Context: an optimization exercise on an open-source flow, tuned for a short achievable clock period. The choices shown serve that exercise and are no tape-out recipe. Only simulation tests tie the RTL to the original design; equivalence was not proved. In every run shown here, the design's own scripts or RTL, not TritonCTS, make the clock network. The clock port is modelled as an ideal driver, which makes a skipped or thinned clock tree look cheaper than it is; a real chip needs a root buffer or a tree. Power is estimated from default activity; no workload was simulated.

==> flow/design.v <==
package radar_pkg;
  localparam int word_w = 32;
  localparam int param_bus_w = 4 * word_w;
  localparam int prf_count_w = 2 * word_w;
  localparam logic [word_w-1:0] chirp_count_max_init = 32'h0000_0dff;
  localparam logic [word_w-1:0] chirp_tuning_coef_init = 32'h0000_0001;
  localparam logic [word_w-1:0] chirp_freq_offset_init = 32'h0000_0b00;
  localparam logic [word_w-1:0] chirp_ctrl_word_init = 32'h0000_0020;
  localparam logic [word_w-1:0] prf_int_init = 32'h0000_0000;
  localparam logic [word_w-1:0] prf_frac_init = 32'h1d4c_0000;
  localparam logic [word_w-1:0] adc_sample_count_init = 32'h0000_01fe;
  localparam logic [3:0] process_cycles = 4'd2;
  localparam logic [3:0] overhead_cycles = 4'd2;
  typedef enum logic [2:0] {
    idle     = 3'b000,
    active   = 3'b001,
    chirp    = 3'b010,
    collect  = 3'b011,
    process  = 3'b100,
    overhead = 3'b111
  } gen_state_t;
endpackage
`timescale 1ns/1ps
module param_sync #(
  parameter logic [radar_pkg::word_w-1:0] reset_value = '0,
  parameter bit                           masked      = 1'b1
) (
  input  logic                          aclk,
  input  logic                          aresetn,
  input  logic                          ok_q,
  input  logic [radar_pkg::word_w-1:0]  din,
  output logic [radar_pkg::word_w-1:0]  dout,
  output logic [radar_pkg::word_w-1:0]  dmid
);
  logic [radar_pkg::word_w-1:0] din_r;
  logic [radar_pkg::word_w-1:0] din_rr;
  logic [radar_pkg::word_w-1:0] din_rrr;
  always_ff @(posedge aclk) begin
    din_r  <= din;
    din_rr <= din_r;
  end
  generate
    if (masked) begin : g_masked
      always_ff @(posedge aclk) begin
        if (!aresetn || !ok_q) begin
          din_rrr <= reset_value;
        end else begin
          din_rrr <= din_rr;
        end
      end
    end else begin : g_raw
      always_ff @(posedge aclk) begin
        din_rrr <= din_rr;
      end
    end
  endgenerate
  assign dout = din_rrr;
  assign dmid = din_rr;
endmodule
`timescale 1ns/1ps
module countdown #(
  parameter int           w  = 64,
  parameter int           ch = 4,
  parameter logic [w-1:0] rv = '0,
  parameter int           nl = 1,
  parameter int           nr = 1
) (
  input  logic          aclk,
  input  logic          lim_keep,
  input  logic [w-1:0]  src,
  input  logic [w-1:0]  src_mid,
  input  logic [nl-1:0] load,
  input  logic [nr-1:0] run,
  output logic          zero,
  output logic          le1
);
  localparam int n = w / ch;
  logic [w-1:0] lim;
  logic [n-1:0] lim_cz;
  logic [n-1:0] lim_co;
  logic [n-1:0] lim_zp;
  logic         lim_zero;
  logic         lim_le1;
  logic [n-1:0] rv_cz;
  logic [n-1:0] rv_co;
  logic [n-1:0] rv_zp;
  logic [n-1:0] src_cz;
  logic [n-1:0] src_co;
  for (genvar k = 0; k < n; k++) begin : g_lim
    assign rv_cz[k] = (rv[k*ch +: ch] == '0);
    assign rv_co[k] = (rv[k*ch +: ch] == ch'(1));
    if (k == 0) begin : g_first
      assign rv_zp[k] = 1'b1;
    end else begin : g_rest
      assign rv_zp[k] = (rv[k*ch-1:0] == '0);
    end
  end
  logic [n:0] src_zp;
  assign src_zp[0] = 1'b1;
  for (genvar k = 0; k < n; k++) begin : g_src_zp
    assign src_zp[k+1] = src_zp[k] && src_cz[k];
  end
  always_ff @(posedge aclk) begin
    for (int k = 0; k < n; k++) begin
      src_cz[k] <= (src_mid[k*ch +: ch] == '0);
      src_co[k] <= (src_mid[k*ch +: ch] == ch'(1));
    end
  end
  always_ff @(posedge aclk) begin
    if (lim_keep) begin
      lim      <= src;
      lim_cz   <= src_cz;
      lim_co   <= src_co;
      lim_zp   <= src_zp[n-1:0];
      lim_zero <= src_zp[n];
      lim_le1  <= (&src_cz[n-1:1]) && (src[ch-1:1] == '0);
    end else begin
      lim      <= rv;
      lim_cz   <= rv_cz;
      lim_co   <= rv_co;
      lim_zp   <= rv_zp;
      lim_zero <= (rv == '0);
      lim_le1  <= (rv[w-1:1] == '0);
    end
  end
  logic [w-1:0] cnt;
  logic [n-1:0] cz;
  logic [n-1:0] co;
  logic [n-1:0] zp;
  logic [n:0]   one_pre;
  assign one_pre[0] = 1'b0;
  assign one_pre[1] = co[0];
  for (genvar k = 1; k < n; k++) begin : g_one
    assign one_pre[k+1] = one_pre[k] && cz[k];
  end
  for (genvar k = 0; k < n; k++) begin : g_chunk
    logic ld;
    logic rn;
    logic [ch-1:0] tgl;
    assign ld = load[k * nl / n];
    assign rn = run[k * nr / n];
    for (genvar i = 0; i < ch; i++) begin : g_bit
      if (i == 0) begin : g_lsb
        assign tgl[i] = rn && zp[k];
      end else begin : g_up
        assign tgl[i] = rn && zp[k] && (cnt[k*ch +: i] == '0);
      end
    end
    always_ff @(posedge aclk) begin
      if (ld) begin
        cnt[k*ch +: ch] <= lim[k*ch +: ch];
        cz[k]           <= lim_cz[k];
        co[k]           <= lim_co[k];
        zp[k]           <= lim_zp[k];
      end else begin
        cnt[k*ch +: ch] <= cnt[k*ch +: ch] ^ tgl;
        if (rn && zp[k]) begin
          cz[k] <= co[k];
          co[k] <= (cnt[k*ch +: ch] == ch'(2));
        end
        if (rn && k > 0) begin
          zp[k] <= one_pre[k];
        end
      end
    end
  end
  always_ff @(posedge aclk) begin
    if (load[0]) begin
      zero <= lim_zero;
      le1  <= lim_le1;
    end else begin
      zero <= zero || (run[0] && one_pre[n]);
      if (run[0]) begin
        le1 <= (&cz[n-1:1]) && (cnt[ch-1:0] <= ch'(2));
      end
    end
  end
endmodule
module pulse_timers (
  input  logic                          aclk,
  input  logic                          lim_keep,
  input  logic [radar_pkg::word_w-1:0]  prf_int,
  input  logic [radar_pkg::word_w-1:0]  prf_frac,
  input  logic [radar_pkg::word_w-1:0]  adc_count,
  input  logic [radar_pkg::word_w-1:0]  prf_int_mid,
  input  logic [radar_pkg::word_w-1:0]  prf_frac_mid,
  input  logic [radar_pkg::word_w-1:0]  adc_count_mid,
  input  logic                          st_idle,
  input  logic [3:0]                    ld_prf,
  input  logic [1:0]                    ld_col,
  input  logic [1:0]                    run_col,
  input  logic                          st_process,
  input  logic                          st_overhead,
  output logic                          prf_done,
  output logic                          collect_done,
  output logic                          process_done,
  output logic                          overhead_done
);
  localparam logic [radar_pkg::prf_count_w-1:0] prf_init =
    {radar_pkg::prf_int_init, radar_pkg::prf_frac_init};
  localparam logic [radar_pkg::word_w-1:0] adc_init = radar_pkg::adc_sample_count_init;
  logic prf_zero, prf_le1;
  logic collect_zero, collect_le1;
  countdown #(.w(radar_pkg::prf_count_w), .ch(4), .rv(prf_init), .nl(4), .nr(1)) prf_i (
    .aclk     (aclk),
    .lim_keep (lim_keep),
    .src     ({prf_int, prf_frac}),
    .src_mid ({prf_int_mid, prf_frac_mid}),
    .load    (ld_prf),
    .run     (1'b1),
    .zero    (prf_zero),
    .le1     (prf_le1)
  );
  countdown #(.w(radar_pkg::word_w), .ch(4), .rv(adc_init), .nl(2), .nr(2)) collect_i (
    .aclk     (aclk),
    .lim_keep (lim_keep),
    .src     (adc_count),
    .src_mid (adc_count_mid),
    .load    (ld_col),
    .run     (run_col),
    .zero    (collect_zero),
    .le1     (collect_le1)
  );
  assign prf_done     = prf_zero;
  assign collect_done = collect_le1;
  logic [1:0] process_count;
  logic [1:0] overhead_count;
  always_ff @(posedge aclk) begin
    if (st_idle) begin
      process_count <= radar_pkg::process_cycles[1:0];
    end else if (st_process && process_count != 2'd0) begin
      process_count <= process_count - 1'b1;
    end
  end
  always_ff @(posedge aclk) begin
    if (st_idle) begin
      overhead_count <= radar_pkg::overhead_cycles[1:0];
    end else if (st_overhead && overhead_count != 2'd0) begin
      overhead_count <= overhead_count - 1'b1;
    end
  end
  assign process_done  = (process_count <= 2'd1);
  assign overhead_done = (overhead_count <= 2'd1);
endmodule
`timescale 1ns/1ps
module pulse_sequencer (
  input  logic                   aclk,
  input  logic                   aresetn,
  input  logic                   chirp_ready,
  input  logic                   chirp_active,
  input  logic                   chirp_done,
  input  logic                   prf_done,
  input  logic                   collect_done,
  input  logic                   process_done,
  input  logic                   overhead_done,
  output logic                   st_idle,
  output logic                   st_active,
  output logic                   st_chirp,
  output logic                   st_collect,
  output logic                   st_process,
  output logic                   st_overhead,
  output logic [3:0]             ld_prf,
  output logic [1:0]             ld_col,
  output logic [1:0]             run_col,
  output logic                   chirp_init,
  output logic                   chirp_enable,
  output logic                   adc_enable
);
  always_ff @(posedge aclk) begin
    if (!aresetn) begin
      st_idle     <= 1'b1;
      st_active   <= 1'b0;
      st_chirp    <= 1'b0;
      st_collect  <= 1'b0;
      st_process  <= 1'b0;
      st_overhead <= 1'b0;
    end else begin
      st_idle     <= (st_idle && !chirp_ready) || (st_overhead && overhead_done);
      st_active   <= (st_idle && chirp_ready) || (st_active && !(chirp_ready && prf_done));
      st_chirp    <= (st_active && chirp_ready && prf_done) || (st_chirp && !chirp_done);
      st_collect  <= (st_chirp && chirp_done) || (st_collect && !collect_done);
      st_process  <= (st_collect && collect_done) || (st_process && !process_done);
      st_overhead <= (st_process && process_done) || (st_overhead && !overhead_done);
    end
  end
  always_ff @(posedge aclk) begin
    if (!aresetn) begin
      ld_prf  <= '1;
      ld_col  <= '1;
      run_col <= '0;
    end else begin
      for (int i = 0; i < 4; i++) begin
        ld_prf[i] <= (ld_prf[i] && !chirp_ready) || (st_overhead && overhead_done);
      end
      for (int i = 0; i < 2; i++) begin
        ld_col[i]  <= (ld_col[i] && !chirp_ready) || (st_overhead && overhead_done);
        run_col[i] <= (st_chirp && chirp_done) || (run_col[i] && !collect_done);
      end
    end
  end
  logic chirp_first;
  always_ff @(posedge aclk) begin
    if (!aresetn) begin
      chirp_first <= 1'b0;
    end else begin
      chirp_first <= st_active && chirp_ready && prf_done;
    end
  end
  always_ff @(posedge aclk) begin
    if (!aresetn) begin
      chirp_enable <= 1'b0;
      chirp_init   <= 1'b0;
      adc_enable   <= 1'b0;
    end else begin
      chirp_enable <= st_chirp;
      chirp_init   <= chirp_first && !chirp_active;
      adc_enable   <= st_chirp || st_collect;
    end
  end
endmodule
`timescale 1ns/1ps
module radar_pulse_controller (
  input  logic                               aclk,
  input  logic                               aresetn,
  input  logic                               chirp_ready,
  input  logic                               chirp_active,
  input  logic                               chirp_done,
  input  logic [radar_pkg::word_w-1:0]       chirp_time_int,
  input  logic [radar_pkg::word_w-1:0]       chirp_time_frac,
  input  logic [radar_pkg::word_w-1:0]       adc_sample_time,
  input  logic [radar_pkg::param_bus_w-1:0]  chirp_parameters_in,
  output logic [radar_pkg::param_bus_w-1:0]  chirp_parameters_out,
  output logic                               chirp_init,
  output logic                               chirp_enable,
  output logic                               adc_enable
);
  logic [1:0] rst_d;
  logic       ok_q;
  logic       recent;
  always_ff @(posedge aclk) begin
    rst_d  <= {rst_d[0], !aresetn};
    ok_q   <= aresetn && !rst_d[0];
    recent <= !aresetn || (|rst_d);
  end
  logic lim_keep;
  assign lim_keep = aresetn && !recent;
  logic [radar_pkg::word_w-1:0] ch_counter_max;
  logic [radar_pkg::word_w-1:0] ch_tuning_coef;
  logic [radar_pkg::word_w-1:0] ch_freq_offset;
  logic [radar_pkg::word_w-1:0] ch_ctrl_word;
  logic [radar_pkg::word_w-1:0] prf_int;
  logic [radar_pkg::word_w-1:0] prf_frac;
  logic [radar_pkg::word_w-1:0] adc_count;
  logic [radar_pkg::word_w-1:0] prf_int_mid;
  logic [radar_pkg::word_w-1:0] prf_frac_mid;
  logic [radar_pkg::word_w-1:0] adc_count_mid;
  param_sync #(.reset_value(radar_pkg::chirp_count_max_init)) counter_max_sync_i (
    .aclk(aclk), .aresetn(aresetn), .ok_q(ok_q),
    .din(chirp_parameters_in[radar_pkg::word_w-1:0]), .dout(ch_counter_max), .dmid()
  );
  param_sync #(.reset_value(radar_pkg::chirp_tuning_coef_init)) tuning_coef_sync_i (
    .aclk(aclk), .aresetn(aresetn), .ok_q(ok_q),
    .din(chirp_parameters_in[2*radar_pkg::word_w-1:radar_pkg::word_w]), .dout(ch_tuning_coef), .dmid()
  );
  param_sync #(.reset_value(radar_pkg::chirp_freq_offset_init)) freq_offset_sync_i (
    .aclk(aclk), .aresetn(aresetn), .ok_q(ok_q),
    .din(chirp_parameters_in[3*radar_pkg::word_w-1:2*radar_pkg::word_w]), .dout(ch_freq_offset), .dmid()
  );
  param_sync #(.reset_value(radar_pkg::chirp_ctrl_word_init)) ctrl_word_sync_i (
    .aclk(aclk), .aresetn(aresetn), .ok_q(ok_q),
    .din(chirp_parameters_in[4*radar_pkg::word_w-1:3*radar_pkg::word_w]), .dout(ch_ctrl_word), .dmid()
  );
  assign chirp_parameters_out = {ch_ctrl_word, ch_freq_offset, ch_tuning_coef, ch_counter_max};
  param_sync #(.reset_value(radar_pkg::prf_int_init), .masked(1'b0)) prf_int_sync_i (
    .aclk(aclk), .aresetn(aresetn), .ok_q(ok_q), .din(chirp_time_int), .dout(prf_int),
    .dmid(prf_int_mid)
  );
  param_sync #(.reset_value(radar_pkg::prf_frac_init), .masked(1'b0)) prf_frac_sync_i (
    .aclk(aclk), .aresetn(aresetn), .ok_q(ok_q), .din(chirp_time_frac), .dout(prf_frac),
    .dmid(prf_frac_mid)
  );
  param_sync #(.reset_value(radar_pkg::adc_sample_count_init), .masked(1'b0)) adc_count_sync_i (
    .aclk(aclk), .aresetn(aresetn), .ok_q(ok_q), .din(adc_sample_time), .dout(adc_count),
    .dmid(adc_count_mid)
  );
  logic st_idle, st_active, st_chirp, st_collect, st_process, st_overhead;
  logic prf_done, collect_done, process_done, overhead_done;
  logic [3:0] ld_prf;
  logic [1:0] ld_col;
  logic [1:0] run_col;
  pulse_timers pulse_timers_i (
    .aclk          (aclk),
    .lim_keep      (lim_keep),
    .prf_int       (prf_int),
    .prf_frac      (prf_frac),
    .adc_count     (adc_count),
    .prf_int_mid   (prf_int_mid),
    .prf_frac_mid  (prf_frac_mid),
    .adc_count_mid (adc_count_mid),
    .st_idle       (st_idle),
    .ld_prf        (ld_prf),
    .ld_col        (ld_col),
    .run_col       (run_col),
    .st_process    (st_process),
    .st_overhead   (st_overhead),
    .prf_done      (prf_done),
    .collect_done  (collect_done),
    .process_done  (process_done),
    .overhead_done (overhead_done)
  );
  pulse_sequencer pulse_sequencer_i (
    .aclk          (aclk),
    .aresetn       (aresetn),
    .chirp_ready   (chirp_ready),
    .chirp_active  (chirp_active),
    .chirp_done    (chirp_done),
    .prf_done      (prf_done),
    .collect_done  (collect_done),
    .process_done  (process_done),
    .overhead_done (overhead_done),
    .st_idle       (st_idle),
    .st_active     (st_active),
    .st_chirp      (st_chirp),
    .st_collect    (st_collect),
    .st_process    (st_process),
    .st_overhead   (st_overhead),
    .ld_prf        (ld_prf),
    .ld_col        (ld_col),
    .run_col       (run_col),
    .chirp_init    (chirp_init),
    .chirp_enable  (chirp_enable),
    .adc_enable    (adc_enable)
  );
endmodule
==> flow/flow/run.sh <==
#!/bin/bash
# Standard layout, with the clock tree of flow/cts_tree.tcl in place of TritonCTS.
# The standard flow's output goes to standard_flow.log; ORFS keeps each step's
# log under orfs/logs.
set -euo pipefail
export PRE_CTS_TCL=$PWD/flow/cts_tree.tcl
export CT_CLOCK_PORT=aclk
export CT_ROOTS=${CT_ROOTS:-4}
export CT_LEAF_SIZE=${CT_LEAF_SIZE:-30}
export CT_ROOT_BUF=${CT_ROOT_BUF:-sky130_fd_sc_hd__inv_16}
export CT_LEAF_BUF=${CT_LEAF_BUF:-sky130_fd_sc_hd__inv_16}
bash standard.sh finish > standard_flow.log 2>&1
==> flow/flow/cts_tree.tcl <==
# Clock tree built here in place of TritonCTS: the clock port drives a few root
# drivers, each root drives the leaf drivers of its part of the die, and each
# leaf driver drives a compact group of registers. Every register sees the same
# two levels (with inverters, the two inversions cancel). The groups come from recursive splitting of the register
# positions along the longer side, so they are balanced in size.

proc ct_split {pts na nb} {
  # pts: list of {iterm x y}; returns two parts in the ratio na:nb, split along
  # the longer side of their bounding box
  set xs {}; set ys {}
  foreach p $pts { lappend xs [lindex $p 1]; lappend ys [lindex $p 2] }
  set xs [lsort -integer $xs]; set ys [lsort -integer $ys]
  set dx [expr {[lindex $xs end] - [lindex $xs 0]}]
  set dy [expr {[lindex $ys end] - [lindex $ys 0]}]
  set idx [expr {$dx >= $dy ? 1 : 2}]
  set s [lsort -integer -index $idx $pts]
  set h [expr {([llength $s] * $na + ($na + $nb) / 2) / ($na + $nb)}]
  return [list [lrange $s 0 [expr {$h - 1}]] [lrange $s $h end]]
}

proc ct_groups {pts n} {
  # split pts into n groups of nearly equal size
  if {$n <= 1} { return [list $pts] }
  set na [expr {$n / 2}]
  set nb [expr {$n - $na}]
  lassign [ct_split $pts $na $nb] a b
  return [concat [ct_groups $a $na] [ct_groups $b $nb]]
}

proc ct_centroid {pts} {
  set sx 0; set sy 0
  foreach p $pts { set sx [expr {$sx + [lindex $p 1]}]; set sy [expr {$sy + [lindex $p 2]}] }
  set n [llength $pts]
  return [list [expr {$sx / $n}] [expr {$sy / $n}]]
}

proc ct_buffer {block master name x y in_net out_net} {
  set b [odb::dbInst_create $block $master $name]
  set w [[$b getMaster] getWidth]
  set h [[$b getMaster] getHeight]
  $b setLocation [expr {$x - $w / 2}] [expr {$y - $h / 2}]
  $b setPlacementStatus PLACED
  [$b findITerm A] connect $in_net
  foreach it [$b getITerms] {
    if {[$it getIoType] eq "OUTPUT"} { $it connect $out_net }
  }
  return $b
}

proc ct_build {args} {
  set block [ord::get_db_block]
  set db [ord::get_db]
  set rmaster [$db findMaster $::env(CT_ROOT_BUF)]
  set lmaster [$db findMaster $::env(CT_LEAF_BUF)]
  set clk_name [get_name [get_ports $::env(CT_CLOCK_PORT)]]
  set clk [$block findNet $clk_name]
  $clk setSigType CLOCK
  set pts {}
  foreach it [$clk getITerms] {
    set inst [$it getInst]
    set bb [$inst getBBox]
    set x [expr {([$bb xMin] + [$bb xMax]) / 2}]
    set y [expr {([$bb yMin] + [$bb yMax]) / 2}]
    lappend pts [list $it $x $y]
  }
  set nsink [llength $pts]
  set nroot $::env(CT_ROOTS)
  set per $::env(CT_LEAF_SIZE)
  # leaves per root, so that no leaf drives more than per registers
  set lpr [expr {($nsink + $nroot * $per - 1) / ($nroot * $per)}]
  set nleaf [expr {$lpr * $nroot}]
  puts "ct: $nsink sinks, $nroot roots, $nleaf leaves"
  set roots [ct_groups $pts $nroot]
  set r 0
  set l 0
  foreach rg $roots {
    set rnet [odb::dbNet_create $block "ct_root_${r}_net"]
    $rnet setSigType CLOCK
    set leaves [ct_groups $rg $lpr]
    set lcs {}
    foreach lg $leaves {
      set lnet [odb::dbNet_create $block "ct_leaf_${l}_net"]
      $lnet setSigType CLOCK
      foreach p $lg {
        set it [lindex $p 0]
        $it disconnect
        $it connect $lnet
      }
      lassign [ct_centroid $lg] cx cy
      ct_buffer $block $lmaster "ct_leaf_${l}" $cx $cy $rnet $lnet
      lappend lcs [list {} $cx $cy]
      incr l
    }
    lassign [ct_centroid $lcs] cx cy
    ct_buffer $block $rmaster "ct_root_${r}" $cx $cy $clk $rnet
    incr r
  }
  puts "ct: built $r roots and $l leaves"
}

rename clock_tree_synthesis ct_orig_clock_tree_synthesis
proc clock_tree_synthesis {args} { ct_build }
==> flow/standard.sh <==
#!/bin/bash
# synth_recipe.tcl (not shown) runs the flow's synth.tcl, then flattens the netlist and writes it again
# the make line also repeats each setting of config.mk as NAME=value (left out here)
make -C /OpenROAD-flow-scripts/flow DESIGN_CONFIG=/design/flow/config.mk WORK_HOME=/design/flow/orfs CLKGATE_MAP_FILE= SYNTH_SCRIPT=/design/flow/synth_recipe.tcl "${@:-finish}"
==> flow/config.mk <==
export PLATFORM = sky130hd
export DESIGN_NAME = radar_pulse_controller
export DESIGN_NICKNAME = radar_pulse_controller
export VERILOG_FILES = /design/flow/design.v
export SDC_FILE = /design/flow/constraint.sdc
export NUM_CORES = 4
export LEC_CHECK = 0
export ABC_CLOCK_PERIOD_IN_PS = 1300
export CAP_MARGIN = 20
export CORE_MARGIN = 2
export CORE_UTILIZATION = 60
export CTS_CLUSTER_DIAMETER = 100
export CTS_CLUSTER_SIZE = 30
export SETUP_SLACK_MARGIN = 1.6
export SLEW_MARGIN = 20
==> flow/constraint.sdc <==
create_clock -name core_clock -period 2.9 [get_ports {aclk}]
set_input_delay 0.5800 -clock core_clock [delete_from_list [all_inputs] [get_ports {aclk}]]
set_output_delay 0.5800 -clock core_clock [all_outputs]
set_load 0.01 [all_outputs]
==> summary.txt, run 1 <==
Drt
  • 1st-iter DRT viols: 831
  • DR DRC count: 0
  • DR vias: 15.8k
  • Vias per inst: 4.98
  • Final wirelength: 57400 µm
  • Antenna Violating Nets Remaining: 0
  • Routed length per instance: 18.0 µm
  • DRT Pass-1 Iters: 5

Placed design
  • Dpl cells: 3060
  • Setup WS pre-CTS: 931 ps
  • Final GP Congestion: 0.768
  • DPL Wire Length: 36500 µm
  • PortBufs: 359

Synth
  • Synth Flop Type: dfxtp_1
  • Gate Count Post-Synth: 2151
  • Area leader, netlist: dfxtp_1
  • Post-synth top area share: 71.7%
  • Synth top cells by count: dfxtp_1 (1025), nand2_1 (150), o21ai_0 (121)
  • Synth area leaders: dfxtp_1 (72%), edfxtp_1 (5.6%), and2_1 (2.6%)
  • Yosys warning count: 12
  • Syn_area_per_cell: 13.3 µm²
  • Count of different cell masters after synthesis: 46
  • Syn_nets: 2410
  • Post-Synthesis Cell Area: 28600 µm²
  • EDFF count, synth: 53
  • Post-synthesis sequential area ratio: 77.3%
  • Fraction of registers with async set/reset: 0%
  • Most frequent cell after synthesis: dfxtp_1
  • Register bit total from synthesis: 1078

Status
  • Status: complete, no violations

Critical path
  • Peak fanout along the critical path: 5
  • Delay of the slowest critical-path stage: 570 ps
  • Crit. End Element: flip-flop
  • Crit path arrival time: 1560 ps
  • CP delay by family, top: simple AND/OR/NAND/NOR gates
  • Slowest-stage cell, CP: or4_4
  • WP buf/inv: 0
  • Setup crit start kind: flip-flop
  • WS Path Type: flip-flop to flip-flop
  • Worst path cell trace: nand3b_1 -> or4_4 -> nor3_2
  • Required time of the critical path: 3080 ps

Timing
  • Tmin final: 1380 ps
  • Final Max Slew Viols: 0
  • RSZ-0062 raised after global routing: true
  • Final clock skew: 16.2 ps
  • Final Hold Vio Count: 0
  • Tightest Pin Transition: 519 ps
  • Setup_tns: 0 ps
  • Fin crit share: 47.5%
  • Normalized max-slew margin: 65.4%
  • F_max: 0.726 GHz
  • Worst setup margin: 1520 ps
  • Setup violators final: 0

Hold path
  • Hold Path Class: flip-flop to flip-flop

Cells and area
  • Cell Count, Final, Fillers Out: 3182
  • Post-route core utilization: 74.2%
  • Number of nets at the end of the flow: 2825
  • Largest regs: pulse_timers_i.prf_i.cnt (64), pulse_timers_i.prf_i.lim (64)
  • Layout cells sized above 1: 20.4%
  • Area growth, synth to finish: 23.1%

Clock tree
  • CTS clk-pin slew, worst paths: 100 ps
  • Clk latency of the worst-skew pair: 250 ps
  • Hold buffer count at CTS: 0

Global routing
  • Vias in the first global route: 16.0k
  • Antenna violations before repair: 5
  • First-pass GRT wire length: 87200 µm
  • Total global routing overflow: 0
  • Maximum number of pins on one net before global-route repair: 89
  • GRT Total Usage: 22.4%

Power
  • Lkg Pwr: 0.0145 µW
  • Switch Pwr: 5740 µW
  • PD cells: 651 nW/µm²
  • P_int: 17200 µW
  • Switching Fraction: 25.0%
  • Clock share of power: 25.8%
  • Gate power share: 4.9%
  • VDD IR-drop max: 0.606 mV
  • Seq pwr share: 69.3%

Floorplan
  • Die area: 49400 µm²
  • Core Rows: 80
  • Die Ht: 222 µm
  • Top-level I/O count: 360
  • Core Region: 47400 µm²
  • Die Width: 222 µm
  • Starting Density: 60.3%

Run
  • Maxcap violations: 0
## worst paths after layout
| kind | cells past startpoint | endpoint | start | slack [ps] |
|---|---|---|---|---|
| hold reg to reg | 0 | prf_frac_sync_i.din_rr[27] | prf_frac_sync_i.din_r[27] | 330 |
| setup / recovery | 3 | pulse_timers_i.prf_i.lim_zp[15] | recent | 1520 |
| hold / removal | 0 | prf_frac_sync_i.din_rr[27] | prf_frac_sync_i.din_r[27] | 330 |
| setup reg to reg | 3 | pulse_timers_i.prf_i.lim_zp[15] | recent | 1520 |
## stage by stage
step | hold slack [ps] | instance area (µm²) | power, µW
2_1_floorplan | 310 | 28700 | 16500
3_3_place_gp | 310 | 32800 | 17100
3_5_place_dp | 312 | 32800 | 17200
4_1_cts | 312 | 34600 | 22100
5_1_grt | 333 | 35200 | 23800
6_report | 329 | 35200 | 22900
## layout make-up
class | instances | area (µm²)
flip-flops and latches | 1078 | 22300
fillers | 3200 | 12200
multi-input cells | 939 | 6280
repair buffers | 451 | 4860
inverters | 96 | 1020
well taps | 615 | 769
diodes | 3 | 7.51
## cell families after synthesis
kind of cell	after synthesis	share of synthesized area (%)
simple gates	653	13.5
buf+inv	135	1.83
fa+ha+maj	30	1.31
compound gates	165	3.14
flops	1078	77.3
mux	25	0.980
xor+xnor	65	1.99
## power by group through the flow
| stage | combinational [µW] | clock (µW) | sequential, µW |
|---|---|---|---|
| global route | 1230 | 6610 | 15900 |
| floorplan | 434 | 0 | 16100 |
| detailed placement | 941 | 0 | 16200 |
| finish | 1130 | 5910 | 15900 |
| global placement | 906 | 0 | 16200 |
| CTS | 1070 | 4820 | 16200 |
## layout by cell type (no fill, tap or decap), types with 7 or more instances in the layout
cell type	n
a211o_1	7
a21oi_1	21
and2_1	88
and2_4	31
and3_1	115
and4bb_2	7
buf_12	17
buf_16	16
buf_2	18
buf_4	44
buf_6	99
clkbuf_2	25
clkdlybuf4s50_1	225
dfxtp_1	919
dfxtp_2	98
dfxtp_4	8
edfxtp_1	53
ha_1	30
inv_1	51
inv_16	40
mux2_2	24
nand2_1	146
nand2b_1	38
nand3_1	17
nand4_1	12
nor2_1	28
nor3b_1	16
nor4_1	25
nor4b_1	45
o21ai_0	110
or2_2	40
or4b_4	8
xnor2_1	65
## worst register-to-register path, stage by stage (launching register included)
cell and delay [ps]:
dfxtp_4 370, nand3b_1 190, or4_4 570, nor3_2 180
## what timing repair did
action	4_1_cts	5_1_grt
setup endpoints to repair	523	342
setup buffers	31	28
pin swaps	19	18
gates resized for setup	246	649
gates cloned	18	2
## routing by layer
| layer | global-route usage [%] | wire (µm) |
|---|---|---|
| met2 | 39.4 | 27900 |
| met1 | 26.9 | 23200 |
| met4 | 4.50 | 1590 |
| met5 | 0 | 31 |
| met3 | 7.13 | 4590 |
==> run 2, diff against run 1 <==
--- a/flow/design.v
+++ b/flow/design.v
@@ -68,4 +68,5 @@
   input  logic          aclk,
   input  logic          lim_keep,
+  input  logic          ld_rv,
   input  logic [w-1:0]  src,
   input  logic [w-1:0]  src_mid,
@@ -96,9 +97,6 @@
     end
   end
-  logic [n:0] src_zp;
-  assign src_zp[0] = 1'b1;
-  for (genvar k = 0; k < n; k++) begin : g_src_zp
-    assign src_zp[k+1] = src_zp[k] && src_cz[k];
-  end
+  logic [n:1] src_zp;
+  logic       src_hz;
   always_ff @(posedge aclk) begin
     for (int k = 0; k < n; k++) begin
@@ -106,4 +104,8 @@
       src_co[k] <= (src_mid[k*ch +: ch] == ch'(1));
     end
+    for (int k = 1; k <= n; k++) begin
+      src_zp[k] <= ((src_mid & ((w'(1) << (k*ch)) - 1'b1)) == '0);
+    end
+    src_hz <= (src_mid[w-1:ch] == '0);
   end
   always_ff @(posedge aclk) begin
@@ -112,7 +114,7 @@
       lim_cz   <= src_cz;
       lim_co   <= src_co;
-      lim_zp   <= src_zp[n-1:0];
+      lim_zp   <= {src_zp[n-1:1], 1'b1};
       lim_zero <= src_zp[n];
-      lim_le1  <= (&src_cz[n-1:1]) && (src[ch-1:1] == '0);
+      lim_le1  <= src_hz && (src[ch-1:1] == '0);
     end else begin
       lim      <= rv;
@@ -124,4 +126,16 @@
     end
   end
+  logic [w-1:0] ld_val;
+  logic [n-1:0] ld_cz;
+  logic [n-1:0] ld_co;
+  logic [n-1:0] ld_zp;
+  logic         ld_zero;
+  logic         ld_le1;
+  assign ld_val  = ld_rv ? rv    : lim;
+  assign ld_cz   = ld_rv ? rv_cz : lim_cz;
+  assign ld_co   = ld_rv ? rv_co : lim_co;
+  assign ld_zp   = ld_rv ? rv_zp : lim_zp;
+  assign ld_zero = ld_rv ? (rv == '0) : lim_zero;
+  assign ld_le1  = ld_rv ? (rv[w-1:1] == '0) : lim_le1;
   logic [w-1:0] cnt;
   logic [n-1:0] cz;
@@ -149,8 +163,8 @@
     always_ff @(posedge aclk) begin
       if (ld) begin
-        cnt[k*ch +: ch] <= lim[k*ch +: ch];
-        cz[k]           <= lim_cz[k];
-        co[k]           <= lim_co[k];
-        zp[k]           <= lim_zp[k];
+        cnt[k*ch +: ch] <= ld_val[k*ch +: ch];
+        cz[k]           <= ld_cz[k];
+        co[k]           <= ld_co[k];
+        zp[k]           <= ld_zp[k];
       end else begin
         cnt[k*ch +: ch] <= cnt[k*ch +: ch] ^ tgl;
@@ -167,6 +181,6 @@
   always_ff @(posedge aclk) begin
     if (load[0]) begin
-      zero <= lim_zero;
-      le1  <= lim_le1;
+      zero <= ld_zero;
+      le1  <= ld_le1;
     end else begin
       zero <= zero || (run[0] && one_pre[n]);
@@ -180,4 +194,5 @@
   input  logic                          aclk,
   input  logic                          lim_keep,
+  input  logic                          ld_rv,
   input  logic [radar_pkg::word_w-1:0]  prf_int,
   input  logic [radar_pkg::word_w-1:0]  prf_frac,
@@ -205,4 +220,5 @@
     .aclk     (aclk),
     .lim_keep (lim_keep),
+    .ld_rv    (ld_rv),
     .src     ({prf_int, prf_frac}),
     .src_mid ({prf_int_mid, prf_frac_mid}),
@@ -215,4 +231,5 @@
     .aclk     (aclk),
     .lim_keep (lim_keep),
+    .ld_rv    (ld_rv),
     .src     (adc_count),
     .src_mid (adc_count_mid),
@@ -344,5 +361,7 @@
   end
   logic lim_keep;
-  assign lim_keep = aresetn && !recent;
+  logic ld_rv;
+  assign lim_keep = !recent;
+  assign ld_rv    = rst_d[0];
   logic [radar_pkg::word_w-1:0] ch_counter_max;
   logic [radar_pkg::word_w-1:0] ch_tuning_coef;
@@ -392,4 +411,5 @@
     .aclk          (aclk),
     .lim_keep      (lim_keep),
+    .ld_rv         (ld_rv),
     .prf_int       (prf_int),
     .prf_frac      (prf_frac),
==> summary.txt, run 2 <==
Synth
  • Yosys warning count: 12 (unchanged)
  • Register bit total from synthesis: 1100 (was 1078)
  • Synth area leaders: dfxtp_1 (72%), edfxtp_1 (5.5%), nor2b_1 (2.8%) (was dfxtp_1 (72%), edfxtp_1 (5.6%), and2_1 (2.6%))
  • Count of different cell masters after synthesis: 46 (unchanged)
  • Most frequent cell after synthesis: dfxtp_1 (unchanged)
  • Syn_nets: 2426 (was 2410)
  • Synth top cells by count: dfxtp_1 (1047), nor2b_1 (128), and3_1 (118), nand2_1 (118), o21ai_0 (96) (was dfxtp_1 (1025), nand2_1 (150), o21ai_0 (121))
  • Post-synthesis sequential area ratio: 77.6% (was 77.3%)
  • EDFF count, synth: 53 (unchanged)
  • Syn_area_per_cell: 13.4 µm² (was 13.3 µm²)
  • Gate Count Post-Synth: 2167 (was 2151)
  • Area leader, netlist: dfxtp_1 (unchanged)
  • Synth Flop Type: dfxtp_1 (unchanged)
  • Post-synth top area share: 72.2% (was 71.7%)
  • Post-Synthesis Cell Area: 29000 µm² (was 28600 µm²)
  • Fraction of registers with async set/reset: 0% (unchanged)

Cells and area
  • Most frequent cells in the layout: dfxtp_1 (932), clkdlybuf4s50_1 (225), nor2b_1 (128) (was dfxtp_1 (919), clkdlybuf4s50_1 (225), nand2_1 (146))
  • Commonest non-fill, non-tap cell in the layout: dfxtp_1 (unchanged)
  • Fill cell count: 3100 (was 3200)
  • Largest regs: pulse_timers_i.prf_i.cnt (64), pulse_timers_i.prf_i.lim (64) (unchanged)
  • Design area: 36200 µm² (was 35200 µm²)
  • Area growth, synth to finish: 24.5% (was 23.1%)
  • Number of nets at the end of the flow: 2850 (was 2825)
  • Layout cells sized above 1: 21.7% (was 20.4%)

Drt
  • WL met3: 4050 µm (was 4590 µm)
  • Antenna Violating Nets Remaining: 0 (unchanged)
  • Metal2 WL: 29500 µm (was 27900 µm)
  • M1 wire length: 22900 µm (was 23200 µm)
  • Max Used Layer: met5 (unchanged)
  • Routed length per instance: 18.0 µm (about the same)
  • Final wirelength: 57700 µm (was 57400 µm)
  • DR DRC count: 0 (unchanged)
  • DR vias: 16.2k (was 15.8k)
  • 1st-iter DRT viols: 806 (was 831)
  • Vias per inst: 5.05 (was 4.98)
  • DRT Pass-1 Iters: 5 (unchanged)

Timing
  • Tightest hold margin: 328 ps (was 329 ps)
  • F_max: 0.657 GHz (was 0.726 GHz)
  • Tmin final: 1520 ps (was 1380 ps)
  • Final Max Slew Viols: 0 (unchanged)
  • RSZ-0062 raised after global routing: true (unchanged)
  • Tightest Pin Transition: 526 ps (was 519 ps)
  • Final clock skew: 13.5 ps (was 16.2 ps)
  • Normalized max-slew margin: 64.6% (was 65.4%)
  • Setup_tns: 0 ps (unchanged)
  • Setup violators final: 0 (unchanged)
  • Fin crit share: 52.5% (was 47.5%)
  • Final Hold Vio Count: 0 (unchanged)

Critical path
  • Slowest-stage cell, CP: and4_4 (was or4_4)
  • WS Path Type: flip-flop to flip-flop (unchanged)
  • WP buf/inv: 0 (unchanged)
  • Setup crit start kind: flip-flop (unchanged)
  • RR Endpoint: pulse_timers_i.prf_i.src_zp[16] (was pulse_timers_i.prf_i.lim_zp[15])
  • Required time of the critical path: 3070 ps (was 3080 ps)
  • Crit. End Element: flip-flop (unchanged)
  • Peak fanout along the critical path: 5 (unchanged)
  • R2r startpoint: prf_frac_sync_i.din_rr[5] (was recent)
  • Logic depth of the worst register-to-register path: 4 (was 3)
  • Crit path arrival time: 1700 ps (was 1560 ps)
  • Worst path cell trace: nor4_4 -> and4_4 -> nand3_4 -> nor4_4 (was nand3b_1 -> or4_4 -> nor3_2)
  • Delay of the slowest critical-path stage: 380 ps (was 570 ps)
  • Reg2reg setup slack: 1380 ps (was 1520 ps)
  • Crit-path most repeated cell: nor4_4
  • CP delay by family, top: simple AND/OR/NAND/NOR gates (unchanged)

Power
  • Switch Pwr: 6040 µW (was 5740 µW)
  • PD cells: 654 nW/µm² (was 651 nW/µm²)
  • P_int: 17600 µW (was 17200 µW)
  • Clock share of power: 26.3% (was 25.8%)
  • Lkg Pwr: 0.0145 µW (about the same)
  • Switching Fraction: 25.5% (was 25.0%)
  • Seq pwr share: 68.4% (was 69.3%)
  • VDD IR-drop max: 0.638 mV (was 0.606 mV)
  • Gate power share: 5.3% (was 4.9%)

Status
  • Status: complete, no violations (unchanged)

Global routing
  • GRT Total Usage: 22.1% (was 22.4%)
  • Total global routing overflow: 0 (unchanged)
  • Vias in the first global route: 16.7k (was 16.0k)
  • Antenna violations before repair: 4 (was 5)
  • First-pass GRT wire length: 87900 µm (was 87200 µm)
  • Maximum number of pins on one net before global-route repair: 84 (was 89)

Placed design
  • PortBufs: 359 (unchanged)
  • DPL Wire Length: 35900 µm (was 36500 µm)
  • Final GP Congestion: 0.787 (was 0.768)
  • Placed inst area: 33300 µm² (was 32800 µm²)

Hold path
  • Hold Path Origin: tuning_coef_sync_i.din_r[23] (was prf_frac_sync_i.din_r[27])
  • Worst hold path depth: 0 (unchanged)
  • Hold Path Class: flip-flop to flip-flop (unchanged)
  • WHS Endpoint: tuning_coef_sync_i.din_rr[23] (was prf_frac_sync_i.din_rr[27])

Clock tree
  • CTS clk-pin slew, worst paths: 90 ps (was 100 ps)
  • Clk latency of the worst-skew pair: 260 ps (was 250 ps)

Floorplan
  • Die Width: 224 µm (was 222 µm)
  • Top-level I/O count: 360 (unchanged)
  • Core Rows: 80 (unchanged)
  • Core Region: 47700 µm² (was 47400 µm²)
  • Die Ht: 224 µm (was 222 µm)
  • Starting Density: 60.8% (was 60.3%)
  • Die area: 50200 µm² (was 49400 µm²)

Run
  • Maxcap violations: 0 (unchanged)
-- run 2: cell types whose count changed in the layout (fill, tap and decap cells not counted), sizes merged, moves of 20 or more --
cell / delta
nand2: -31
nor2: +37
and2: -115
o22a: +20
mux2: -24
dfxtp: +22
a22o: +32
o21ai: -25
nand2b: -32
or2: +31
nor2b: +126
-- run 2: worst max-delay path by stage --
| stage | endpoint | start | slack, ps | cells past startpoint |
|---|---|---|---|---|
| floorplan | pulse_timers_i.collect_i.zp[3] | pulse_sequencer_i.ld_col[0] | 1570 | 6 |
| global placement | pulse_timers_i.prf_i.cnt[14] | rst_d[0] | 1040 | 4 |
| detailed placement | pulse_timers_i.prf_i.cnt[15] | rst_d[0] | 960 | 4 |
| CTS | pulse_timers_i.prf_i.src_zp[16] | prf_frac_sync_i.din_rr[0] | 1420 | 4 |
| global route | pulse_timers_i.prf_i.src_zp[13] | prf_frac_sync_i.din_rr[2] | 1340 | 4 |
| finish | pulse_timers_i.prf_i.src_zp[16] | prf_frac_sync_i.din_rr[5] | 1380 | 4 |
-- run 2: power by group through the flow --
stage,logic [µW],clock network (µW),registers (µW)
final,1250,6220,16200
after global routing,1350,6970,16300
after CTS,1140,5140,16500
after detailed placement,976,0,16500
after global placement,957,0,16500
after floorplan,443,0,16400
-- run 2: layout make-up --
cell class	count	area, µm²	share of cell area [%]
antenna	3	7.51	0.0208
inverter	99	1110	3.06
multi-input combinational	937	6690	18.5
sequential	1100	22700	62.8
tap	615	769	2.13
timing repair buffer	453	4880	13.5
-- run 2: worst register-to-register path: stages, from the launching register on --
cell and delay [ps]:
dfxtp_2 350, nor4_4 350, and4_4 380, nand3_4 170, nor4_4 190
-- run 2: logic make-up after synthesis --
kind of cell | count (synthesis) | synth area share, %
adder cells (fa/ha/maj) | 30 | 1.29
AO/OA/AOI/OAI | 211 | 4.79
flip-flops | 1100 | 77.6
buffers and inverters | 133 | 1.77
XOR/XNOR | 49 | 1.48
AND/OR/NAND/NOR | 644 | 13.0
-- run 2: metal layers --
metal | GRT usage (%) | vias up
li1 | - | 8039
met1 | 25.9 | 7752
met2 | 40.7 | 317
met3 | 5.60 | 84
met4 | 4.54 | 2
met5 | 0 | -
-- run 2: repair_timing --
item / in CTS / in global routing
buffers inserted: 36 / 22
gates cloned: 16 / 4
pin swaps: 21 / 17
gates resized for setup: 302 / 679
hold buffers: 0 / 0
endpoints found under the setup margin: 579 / 390
-- run 2: per-stage QoR --
step | instances | utilization, % | setup slack [ps] | power [µW]
after detailed placement | 3082 | 69.8 | 959 | 17500
after floorplan | 2167 | - | 1570 | 16900
after CTS | 3178 | 74.0 | 1420 | 22800
final | 3207 | 75.7 | 1380 | 23700
after global routing | 3207 | 75.7 | 1340 | 24600
after global placement | 3082 | 69.8 | 1040 | 17400
==> run 3, diff against run 2 <==
--- a/flow/design.v
+++ b/flow/design.v
@@ -31,5 +31,5 @@
   input  logic [radar_pkg::word_w-1:0]  din,
   output logic [radar_pkg::word_w-1:0]  dout,
-  output logic [radar_pkg::word_w-1:0]  dmid
+  output logic [radar_pkg::word_w-1:0]  dfirst
 );
   logic [radar_pkg::word_w-1:0] din_r;
@@ -56,5 +56,5 @@
   endgenerate
   assign dout = din_rrr;
-  assign dmid = din_rr;
+  assign dfirst = din_r;
 endmodule
 `timescale 1ns/1ps
@@ -70,5 +70,5 @@
   input  logic          ld_rv,
   input  logic [w-1:0]  src,
-  input  logic [w-1:0]  src_mid,
+  input  logic [w-1:0]  src_pre,
   input  logic [nl-1:0] load,
   input  logic [nr-1:0] run,
@@ -77,51 +77,49 @@
 );
   localparam int n = w / ch;
-  logic [w-1:0] lim;
-  logic [n-1:0] lim_cz;
-  logic [n-1:0] lim_co;
-  logic [n-1:0] lim_zp;
-  logic         lim_zero;
-  logic         lim_le1;
   logic [n-1:0] rv_cz;
   logic [n-1:0] rv_co;
-  logic [n-1:0] rv_zp;
-  logic [n-1:0] src_cz;
-  logic [n-1:0] src_co;
-  for (genvar k = 0; k < n; k++) begin : g_lim
+  logic [n:1]   rv_zq;
+  for (genvar k = 0; k < n; k++) begin : g_rv
     assign rv_cz[k] = (rv[k*ch +: ch] == '0);
     assign rv_co[k] = (rv[k*ch +: ch] == ch'(1));
-    if (k == 0) begin : g_first
-      assign rv_zp[k] = 1'b1;
-    end else begin : g_rest
-      assign rv_zp[k] = (rv[k*ch-1:0] == '0);
-    end
   end
-  logic [n:1] src_zp;
-  logic       src_hz;
+  assign rv_zq[1] = 1'b1;
+  for (genvar k = 1; k < n; k++) begin : g_rv_zq
+    assign rv_zq[k+1] = rv_zq[k] && rv_cz[k];
+  end
+  logic [n-1:0] pre_cz;
+  logic [n-1:0] pre_co;
+  logic [n-1:0] src_cz;
+  logic [n-1:0] src_co;
+  logic [n:1]   src_zq;
+  logic [n:1]   pre_zq;
+  assign pre_zq[1] = 1'b1;
+  for (genvar k = 1; k < n; k++) begin : g_pre_zq
+    assign pre_zq[k+1] = pre_zq[k] && pre_cz[k];
+  end
   always_ff @(posedge aclk) begin
     for (int k = 0; k < n; k++) begin
-      src_cz[k] <= (src_mid[k*ch +: ch] == '0);
-      src_co[k] <= (src_mid[k*ch +: ch] == ch'(1));
+      pre_cz[k] <= (src_pre[k*ch +: ch] == '0);
+      pre_co[k] <= (src_pre[k*ch +: ch] == ch'(1));
     end
-    for (int k = 1; k <= n; k++) begin
-      src_zp[k] <= ((src_mid & ((w'(1) << (k*ch)) - 1'b1)) == '0);
-    end
-    src_hz <= (src_mid[w-1:ch] == '0);
+    src_cz <= pre_cz;
+    src_co <= pre_co;
+    src_zq <= pre_zq;
   end
+  logic [w-1:0] lim;
+  logic [n-1:0] lim_cz;
+  logic [n-1:0] lim_co;
+  logic [n:1]   lim_zq;
   always_ff @(posedge aclk) begin
     if (lim_keep) begin
-      lim      <= src;
-      lim_cz   <= src_cz;
-      lim_co   <= src_co;
-      lim_zp   <= {src_zp[n-1:1], 1'b1};
-      lim_zero <= src_zp[n];
-      lim_le1  <= src_hz && (src[ch-1:1] == '0);
+      lim    <= src;
+      lim_cz <= src_cz;
+      lim_co <= src_co;
+      lim_zq <= src_zq;
     end else begin
-      lim      <= rv;
-      lim_cz   <= rv_cz;
-      lim_co   <= rv_co;
-      lim_zp   <= rv_zp;
-      lim_zero <= (rv == '0);
-      lim_le1  <= (rv[w-1:1] == '0);
+      lim    <= rv;
+      lim_cz <= rv_cz;
+      lim_co <= rv_co;
+      lim_zq <= rv_zq;
     end
   end
@@ -129,22 +127,18 @@
   logic [n-1:0] ld_cz;
   logic [n-1:0] ld_co;
-  logic [n-1:0] ld_zp;
-  logic         ld_zero;
-  logic         ld_le1;
-  assign ld_val  = ld_rv ? rv    : lim;
-  assign ld_cz   = ld_rv ? rv_cz : lim_cz;
-  assign ld_co   = ld_rv ? rv_co : lim_co;
-  assign ld_zp   = ld_rv ? rv_zp : lim_zp;
-  assign ld_zero = ld_rv ? (rv == '0) : lim_zero;
-  assign ld_le1  = ld_rv ? (rv[w-1:1] == '0) : lim_le1;
+  logic [n:1]   ld_zq;
+  assign ld_val = ld_rv ? rv    : lim;
+  assign ld_cz  = ld_rv ? rv_cz : lim_cz;
+  assign ld_co  = ld_rv ? rv_co : lim_co;
+  assign ld_zq  = ld_rv ? rv_zq : lim_zq;
   logic [w-1:0] cnt;
   logic [n-1:0] cz;
   logic [n-1:0] co;
   logic [n-1:0] zp;
-  logic [n:0]   one_pre;
-  assign one_pre[0] = 1'b0;
-  assign one_pre[1] = co[0];
-  for (genvar k = 1; k < n; k++) begin : g_one
-    assign one_pre[k+1] = one_pre[k] && cz[k];
+  logic [n:1]   zq;
+  logic [n:1]   zq_now;
+  assign zq_now[1] = 1'b1;
+  for (genvar k = 1; k < n; k++) begin : g_zq_now
+    assign zq_now[k+1] = zq_now[k] && cz[k];
   end
   for (genvar k = 0; k < n; k++) begin : g_chunk
@@ -152,4 +146,13 @@
     logic rn;
     logic [ch-1:0] tgl;
+    logic zp_ld;
+    logic zp_cnt;
+    if (k == 0) begin : g_zp0
+      assign zp_ld  = 1'b1;
+      assign zp_cnt = 1'b1;
+    end else begin : g_zp
+      assign zp_ld  = ld_cz[0] && ld_zq[k];
+      assign zp_cnt = rn ? (co[0] && zq[k]) : zp[k];
+    end
     assign ld = load[k * nl / n];
     assign rn = run[k * nr / n];
@@ -166,5 +169,6 @@
         cz[k]           <= ld_cz[k];
         co[k]           <= ld_co[k];
-        zp[k]           <= ld_zp[k];
+        zp[k]           <= zp_ld;
+        zq[k+1]         <= ld_zq[k+1];
       end else begin
         cnt[k*ch +: ch] <= cnt[k*ch +: ch] ^ tgl;
@@ -173,7 +177,6 @@
           co[k] <= (cnt[k*ch +: ch] == ch'(2));
         end
-        if (rn && k > 0) begin
-          zp[k] <= one_pre[k];
-        end
+        zp[k] <= zp_cnt;
+        zq[k+1] <= zq_now[k+1];
       end
     end
@@ -181,10 +184,10 @@
   always_ff @(posedge aclk) begin
     if (load[0]) begin
-      zero <= ld_zero;
-      le1  <= ld_le1;
+      zero  <= ld_cz[0] && ld_zq[n];
+      le1   <= ld_zq[n] && (ld_val[ch-1:1] == '0);
     end else begin
-      zero <= zero || (run[0] && one_pre[n]);
+      zero  <= zero || (run[0] && co[0] && zq[n]);
       if (run[0]) begin
-        le1 <= (&cz[n-1:1]) && (cnt[ch-1:0] <= ch'(2));
+        le1 <= zq[n] && (cnt[ch-1:0] <= ch'(2));
       end
     end
@@ -198,7 +201,7 @@
   input  logic [radar_pkg::word_w-1:0]  prf_frac,
   input  logic [radar_pkg::word_w-1:0]  adc_count,
-  input  logic [radar_pkg::word_w-1:0]  prf_int_mid,
-  input  logic [radar_pkg::word_w-1:0]  prf_frac_mid,
-  input  logic [radar_pkg::word_w-1:0]  adc_count_mid,
+  input  logic [radar_pkg::word_w-1:0]  prf_int_first,
+  input  logic [radar_pkg::word_w-1:0]  prf_frac_first,
+  input  logic [radar_pkg::word_w-1:0]  adc_count_first,
   input  logic                          st_idle,
   input  logic [3:0]                    ld_prf,
@@ -222,5 +225,5 @@
     .ld_rv    (ld_rv),
     .src     ({prf_int, prf_frac}),
-    .src_mid ({prf_int_mid, prf_frac_mid}),
+    .src_pre ({prf_int_first, prf_frac_first}),
     .load    (ld_prf),
     .run     (1'b1),
@@ -233,5 +236,5 @@
     .ld_rv    (ld_rv),
     .src     (adc_count),
-    .src_mid (adc_count_mid),
+    .src_pre (adc_count_first),
     .load    (ld_col),
     .run     (run_col),
@@ -371,35 +374,35 @@
   logic [radar_pkg::word_w-1:0] prf_frac;
   logic [radar_pkg::word_w-1:0] adc_count;
-  logic [radar_pkg::word_w-1:0] prf_int_mid;
-  logic [radar_pkg::word_w-1:0] prf_frac_mid;
-  logic [radar_pkg::word_w-1:0] adc_count_mid;
+  logic [radar_pkg::word_w-1:0] prf_int_first;
+  logic [radar_pkg::word_w-1:0] prf_frac_first;
+  logic [radar_pkg::word_w-1:0] adc_count_first;
   param_sync #(.reset_value(radar_pkg::chirp_count_max_init)) counter_max_sync_i (
     .aclk(aclk), .aresetn(aresetn), .ok_q(ok_q),
-    .din(chirp_parameters_in[radar_pkg::word_w-1:0]), .dout(ch_counter_max), .dmid()
+    .din(chirp_parameters_in[radar_pkg::word_w-1:0]), .dout(ch_counter_max), .dfirst()
   );
   param_sync #(.reset_value(radar_pkg::chirp_tuning_coef_init)) tuning_coef_sync_i (
     .aclk(aclk), .aresetn(aresetn), .ok_q(ok_q),
-    .din(chirp_parameters_in[2*radar_pkg::word_w-1:radar_pkg::word_w]), .dout(ch_tuning_coef), .dmid()
+    .din(chirp_parameters_in[2*radar_pkg::word_w-1:radar_pkg::word_w]), .dout(ch_tuning_coef), .dfirst()
   );
   param_sync #(.reset_value(radar_pkg::chirp_freq_offset_init)) freq_offset_sync_i (
     .aclk(aclk), .aresetn(aresetn), .ok_q(ok_q),
-    .din(chirp_parameters_in[3*radar_pkg::word_w-1:2*radar_pkg::word_w]), .dout(ch_freq_offset), .dmid()
+    .din(chirp_parameters_in[3*radar_pkg::word_w-1:2*radar_pkg::word_w]), .dout(ch_freq_offset), .dfirst()
   );
   param_sync #(.reset_value(radar_pkg::chirp_ctrl_word_init)) ctrl_word_sync_i (
     .aclk(aclk), .aresetn(aresetn), .ok_q(ok_q),
-    .din(chirp_parameters_in[4*radar_pkg::word_w-1:3*radar_pkg::word_w]), .dout(ch_ctrl_word), .dmid()
+    .din(chirp_parameters_in[4*radar_pkg::word_w-1:3*radar_pkg::word_w]), .dout(ch_ctrl_word), .dfirst()
   );
   assign chirp_parameters_out = {ch_ctrl_word, ch_freq_offset, ch_tuning_coef, ch_counter_max};
   param_sync #(.reset_value(radar_pkg::prf_int_init), .masked(1'b0)) prf_int_sync_i (
     .aclk(aclk), .aresetn(aresetn), .ok_q(ok_q), .din(chirp_time_int), .dout(prf_int),
-    .dmid(prf_int_mid)
+    .dfirst(prf_int_first)
   );
   param_sync #(.reset_value(radar_pkg::prf_frac_init), .masked(1'b0)) prf_frac_sync_i (
     .aclk(aclk), .aresetn(aresetn), .ok_q(ok_q), .din(chirp_time_frac), .dout(prf_frac),
-    .dmid(prf_frac_mid)
+    .dfirst(prf_frac_first)
   );
   param_sync #(.reset_value(radar_pkg::adc_sample_count_init), .masked(1'b0)) adc_count_sync_i (
     .aclk(aclk), .aresetn(aresetn), .ok_q(ok_q), .din(adc_sample_time), .dout(adc_count),
-    .dmid(adc_count_mid)
+    .dfirst(adc_count_first)
   );
   logic st_idle, st_active, st_chirp, st_collect, st_process, st_overhead;
@@ -415,7 +418,7 @@
     .prf_frac      (prf_frac),
     .adc_count     (adc_count),
-    .prf_int_mid   (prf_int_mid),
-    .prf_frac_mid  (prf_frac_mid),
-    .adc_count_mid (adc_count_mid),
+    .prf_int_first   (prf_int_first),
+    .prf_frac_first  (prf_frac_first),
+    .adc_count_first (adc_count_first),
     .st_idle       (st_idle),
     .ld_prf        (ld_prf),
==> summary.txt, run 3 <==
Global routing
  • First-pass GRT wire length: 89400 µm (was 87900 µm)
  • Maximum number of pins on one net before global-route repair: 98 (was 84)
  • Vias in the first global route: 16.7k (about the same)
  • Antenna violations before repair: 9 (was 4)
  • Total global routing overflow: 0 (unchanged)
  • GRT Total Usage: 21.1% (was 22.1%)

Synth
  • Synth Flop Type: dfxtp_1 (unchanged)
  • Post-Synthesis Cell Area: 30800 µm² (was 29000 µm²)
  • Synth top cells by count: dfxtp_1 (1113), nor2b_1 (137), and3_1 (120) (was dfxtp_1 (1047), nor2b_1 (128), and3_1 (118), nand2_1 (118), o21ai_0 (96))
  • Count of different cell masters after synthesis: 50 (was 46)
  • Syn_area_per_cell: 13.5 µm² (was 13.4 µm²)
  • Yosys warning count: 12 (unchanged)
  • Fraction of registers with async set/reset: 0% (unchanged)
  • Gate Count Post-Synth: 2275 (was 2167)
  • Syn_nets: 2534 (was 2426)
  • Post-synthesis sequential area ratio: 77.5% (was 77.6%)
  • Area leader, netlist: dfxtp_1 (unchanged)
  • EDFF count, synth: 53 (unchanged)
  • Most frequent cell after synthesis: dfxtp_1 (unchanged)
  • Synth area leaders: dfxtp_1 (72%), edfxtp_1 (5.2%), nor2b_1 (2.8%) (was dfxtp_1 (72%), edfxtp_1 (5.5%), nor2b_1 (2.8%))
  • Post-synth top area share: 72.3% (was 72.2%)
  • Register bit total from synthesis: 1166 (was 1100)

Timing
  • F_max: 0.722 GHz (was 0.657 GHz)
  • RSZ-0062 raised after global routing: true (unchanged)
  • Worst setup margin: 1520 ps (was 1380 ps)
  • Final Max Slew Viols: 0 (unchanged)
  • Setup violators final: 0 (unchanged)
  • Tightest Pin Transition: 476 ps (was 526 ps)
  • Final Hold Vio Count: 0 (unchanged)
  • Fin crit share: 47.7% (was 52.5%)
  • Tmin final: 1380 ps (was 1520 ps)
  • Final clock skew: 16.3 ps (was 13.5 ps)
  • Normalized max-slew margin: 67.8% (was 64.6%)
  • Setup_tns: 0 ps (unchanged)

Floorplan
  • Die area: 53200 µm² (was 50200 µm²)
  • Starting Density: 60.4% (was 60.8%)
  • Core Region: 51000 µm² (was 47700 µm²)
  • Die Ht: 231 µm (was 224 µm)
  • Top-level I/O count: 360 (unchanged)
  • Core Rows: 83 (was 80)
  • Die Width: 231 µm (was 224 µm)

Cells and area
  • Most frequent cells in the layout: dfxtp_1 (987), clkdlybuf4s50_1 (225), nor2b_1 (136) (was dfxtp_1 (932), clkdlybuf4s50_1 (225), nor2b_1 (128))
  • Fill cell count: 3465 (was 3100)
  • Layout cells sized above 1: 17.4% (was 21.7%)
  • Number of nets at the end of the flow: 2892 (was 2850)
  • Largest regs: pulse_timers_i.prf_i.cnt (64), pulse_timers_i.prf_i.lim (64) (unchanged)
  • Commonest non-fill, non-tap cell in the layout: dfxtp_1 (unchanged)
  • Post-route core utilization: 72.0% (was 75.7%)
  • Cell Count, Final, Fillers Out: 3318 (was 3207)
  • Area growth, synth to finish: 19.2% (was 24.5%)

Critical path
  • RR Endpoint: pulse_timers_i.collect_i.le1 (was pulse_timers_i.prf_i.src_zp[16])
  • Reg2reg setup slack: 1520 ps (was 1380 ps)
  • CP delay by family, top: simple AND/OR/NAND/NOR gates (unchanged)
  • Worst path cell trace: buf_12 -> or4b_4 -> o31ai_2 (was nor4_4 -> and4_4 -> nand3_4 -> nor4_4)
  • Slowest-stage cell, CP: or4b_4 (was and4_4)
  • Peak fanout along the critical path: 12 (was 5)
  • WP buf/inv: 1 (was 0)
  • WS Path Type: flip-flop to flip-flop (unchanged)
  • Crit path arrival time: 1490 ps (was 1700 ps)
  • Required time of the critical path: 3000 ps (was 3070 ps)
  • Crit. End Element: flip-flop (unchanged)
  • R2r startpoint: rst_d[0] (was prf_frac_sync_i.din_rr[5])
  • Logic depth of the worst register-to-register path: 3 (was 4)
  • Setup crit start kind: flip-flop (unchanged)
  • Delay of the slowest critical-path stage: 480 ps (was 380 ps)

Placed design
  • Setup WS pre-CTS: 1030 ps (was 959 ps)
  • Dpl cells: 3241 (was 3082)
  • DPL Wire Length: 38600 µm (was 35900 µm)
  • Final GP Congestion: 0.781 (was 0.787)
  • PortBufs: 359 (unchanged)

Clock tree
  • CTS clk-pin slew, worst paths: 100 ps (was 90 ps)
  • Hold buffer count at CTS: 0 (unchanged)
  • Clk latency of the worst-skew pair: 260 ps (about the same)

Power
  • Switching Fraction: 25.2% (was 25.5%)
  • Gate power share: 4.5% (was 5.3%)
  • Clock share of power: 26.1% (was 26.3%)
  • VDD IR-drop max: 0.666 mV (was 0.638 mV)
  • PD cells: 673 nW/µm² (was 654 nW/µm²)
  • P_int: 18500 µW (was 17600 µW)
  • Switch Pwr: 6220 µW (was 6040 µW)
  • Lkg Pwr: 0.0146 µW (was 0.0145 µW)
  • Seq pwr share: 69.4% (was 68.4%)
  • Final Power: 24700 µW (was 23700 µW)

Hold path
  • Hold Path Class: flip-flop to flip-flop (unchanged)
  • Hold Path Origin: adc_count_sync_i.din_rr[30] (was tuning_coef_sync_i.din_r[23])
  • WHS Endpoint: adc_count_sync_i.din_rrr[30] (was tuning_coef_sync_i.din_rr[23])
  • Worst hold path depth: 0 (unchanged)

Drt
  • Vias per inst: 5.01 (was 5.05)
  • Final wirelength: 57600 µm (was 57700 µm)
  • Antenna Violating Nets Remaining: 0 (unchanged)
  • Routed length per instance: 17.4 µm (was 18.0 µm)
  • DR DRC count: 0 (unchanged)
  • 1st-iter DRT viols: 695 (was 806)
  • DRT Pass-1 Iters: 5 (unchanged)
  • DR vias: 16.6k (was 16.2k)

Run
  • Maxcap violations: 0 (unchanged)

Status
  • Status: complete, no violations (unchanged)
[run 3: cell count changes after synthesis, moves of 8 or more]
| cell | change |
|---|---|
| a32o_1 | +17 |
| nor2_1 | -26 |
| and4_1 | +8 |
| dfxtp_1 | +66 |
| nor2b_1 | +9 |
| and2_1 | +13 |
| nand2_1 | -23 |
[run 3: cell type report]
type                    count  area, µm²  area share, %
diodes                      7       17.5         0.0477
inverters                 104       1120           3.06
flip-flops and latches   1166      24100           65.5
repair inverters            1       7.51         0.0204
repair buffers            399       4180           11.4
multi-input cells         961       6490           17.7
well taps                 680        851           2.32
[run 3: layer usage]
metal  track usage (%)  share of wire, %
met1              26.4                43
met2              35.4                47
met3              6.29               7.5
met4              6.23               2.6
met5                 0             0.069
[run 3: logic make-up after synthesis]
logic type | after synthesis | share of synthesized area (%)
AO/OA/AOI/OAI | 241 | 5.32
XOR/XNOR | 51 | 1.45
adder cells (fa/ha/maj) | 30 | 1.22
buffers and inverters | 148 | 1.89
flip-flops | 1166 | 77.5
multiplexers | 2 | 0.0650
AND/OR/NAND/NOR | 637 | 12.6
[run 3: worst max path at each step]
stage | startpoint | end | slack, ps | depth (start not counted)
3_3_place_gp | rst_d[0] | pulse_timers_i.collect_i.cz[1] | 1090 | 3
5_1_grt | rst_d[0] | pulse_timers_i.collect_i.le1 | 1460 | 3
4_1_cts | rst_d[0] | pulse_timers_i.collect_i.le1 | 1520 | 3
3_5_place_dp | rst_d[0] | pulse_timers_i.collect_i.cz[1] | 1030 | 3
6_report | rst_d[0] | pulse_timers_i.collect_i.le1 | 1520 | 3
2_1_floorplan | aresetn | counter_max_sync_i.din_rrr[10] | 1610 | 4
[run 3: timing repair]
item / CTS / global route
gates cloned: 3 / 1
resized for setup: 201 / 704
pin swaps: 1 / 4
endpoints found under the setup margin: 578 / 275
buffers inserted: 12 / 10
[run 3: metrics by stage]
stage                     instance area, µm²  hold slack (ps)
final                                  36700              326
after global placement                 35000              310
after CTS                              36100              312
after floorplan                        30800              310
after global routing                   36700              335
after detailed placement               35000              312
[run 3: worst register-to-register path, stage by stage, from the launching register on]
cell and delay (ps):
dfxtp_4 410, buf_12 160, or4b_4 480, o31ai_2 180
[run 3: power groups by stage]
stage                     Combinational, µW  Sequential [µW]  Clock, µW
after floorplan                         476            17400          0
after global placement                  987            17500          0
after detailed placement               1010            17500          0
after CTS                              1060            17500       5280
after global routing                   1210            17200       7210
final                                  1120            17100       6450

port drivers added, routing unchanged:
Ports are ideal in the flow. The routed layouts listed here were re-timed in OpenROAD. Step 1 sets driving cells, clkbuf_16 on the clock port and buf_2 on the other inputs (assumed; they add their load-dependent delay and slew). Step 2 moves the port delays by t, midway between the first and last clock arrival at a register: inputs arrive t later, outputs are due t later. That takes back most of the time a late clock gives input paths. Slacks: no drivers / after step 1 / after step 2; pairs: no drivers / after step 1.
run	shift t [ns]	slack for setup (ns)	hold slack, ns	slew at the worst register clock pin (ns)	worst slew at a driven data input, ns
run 1	0.473	1.523 / 1.379 / 1.208	0.329 / 0.330 / 0.330	0.10 / 0.10	0.16
run 2	0.485	1.378 / 1.372 / 1.378	0.328 / 0.329 / 0.329	0.10 / 0.10	0.12
run 3	0.486	1.515 / 1.286 / 1.427	0.326 / 0.327 / 0.327	0.10 / 0.10	0.16
After both steps setup and hold are still met in every run listed. The setup slack of run 1, which loses most, moves by -0.144 ns with the drivers and by -0.315 ns with both steps.
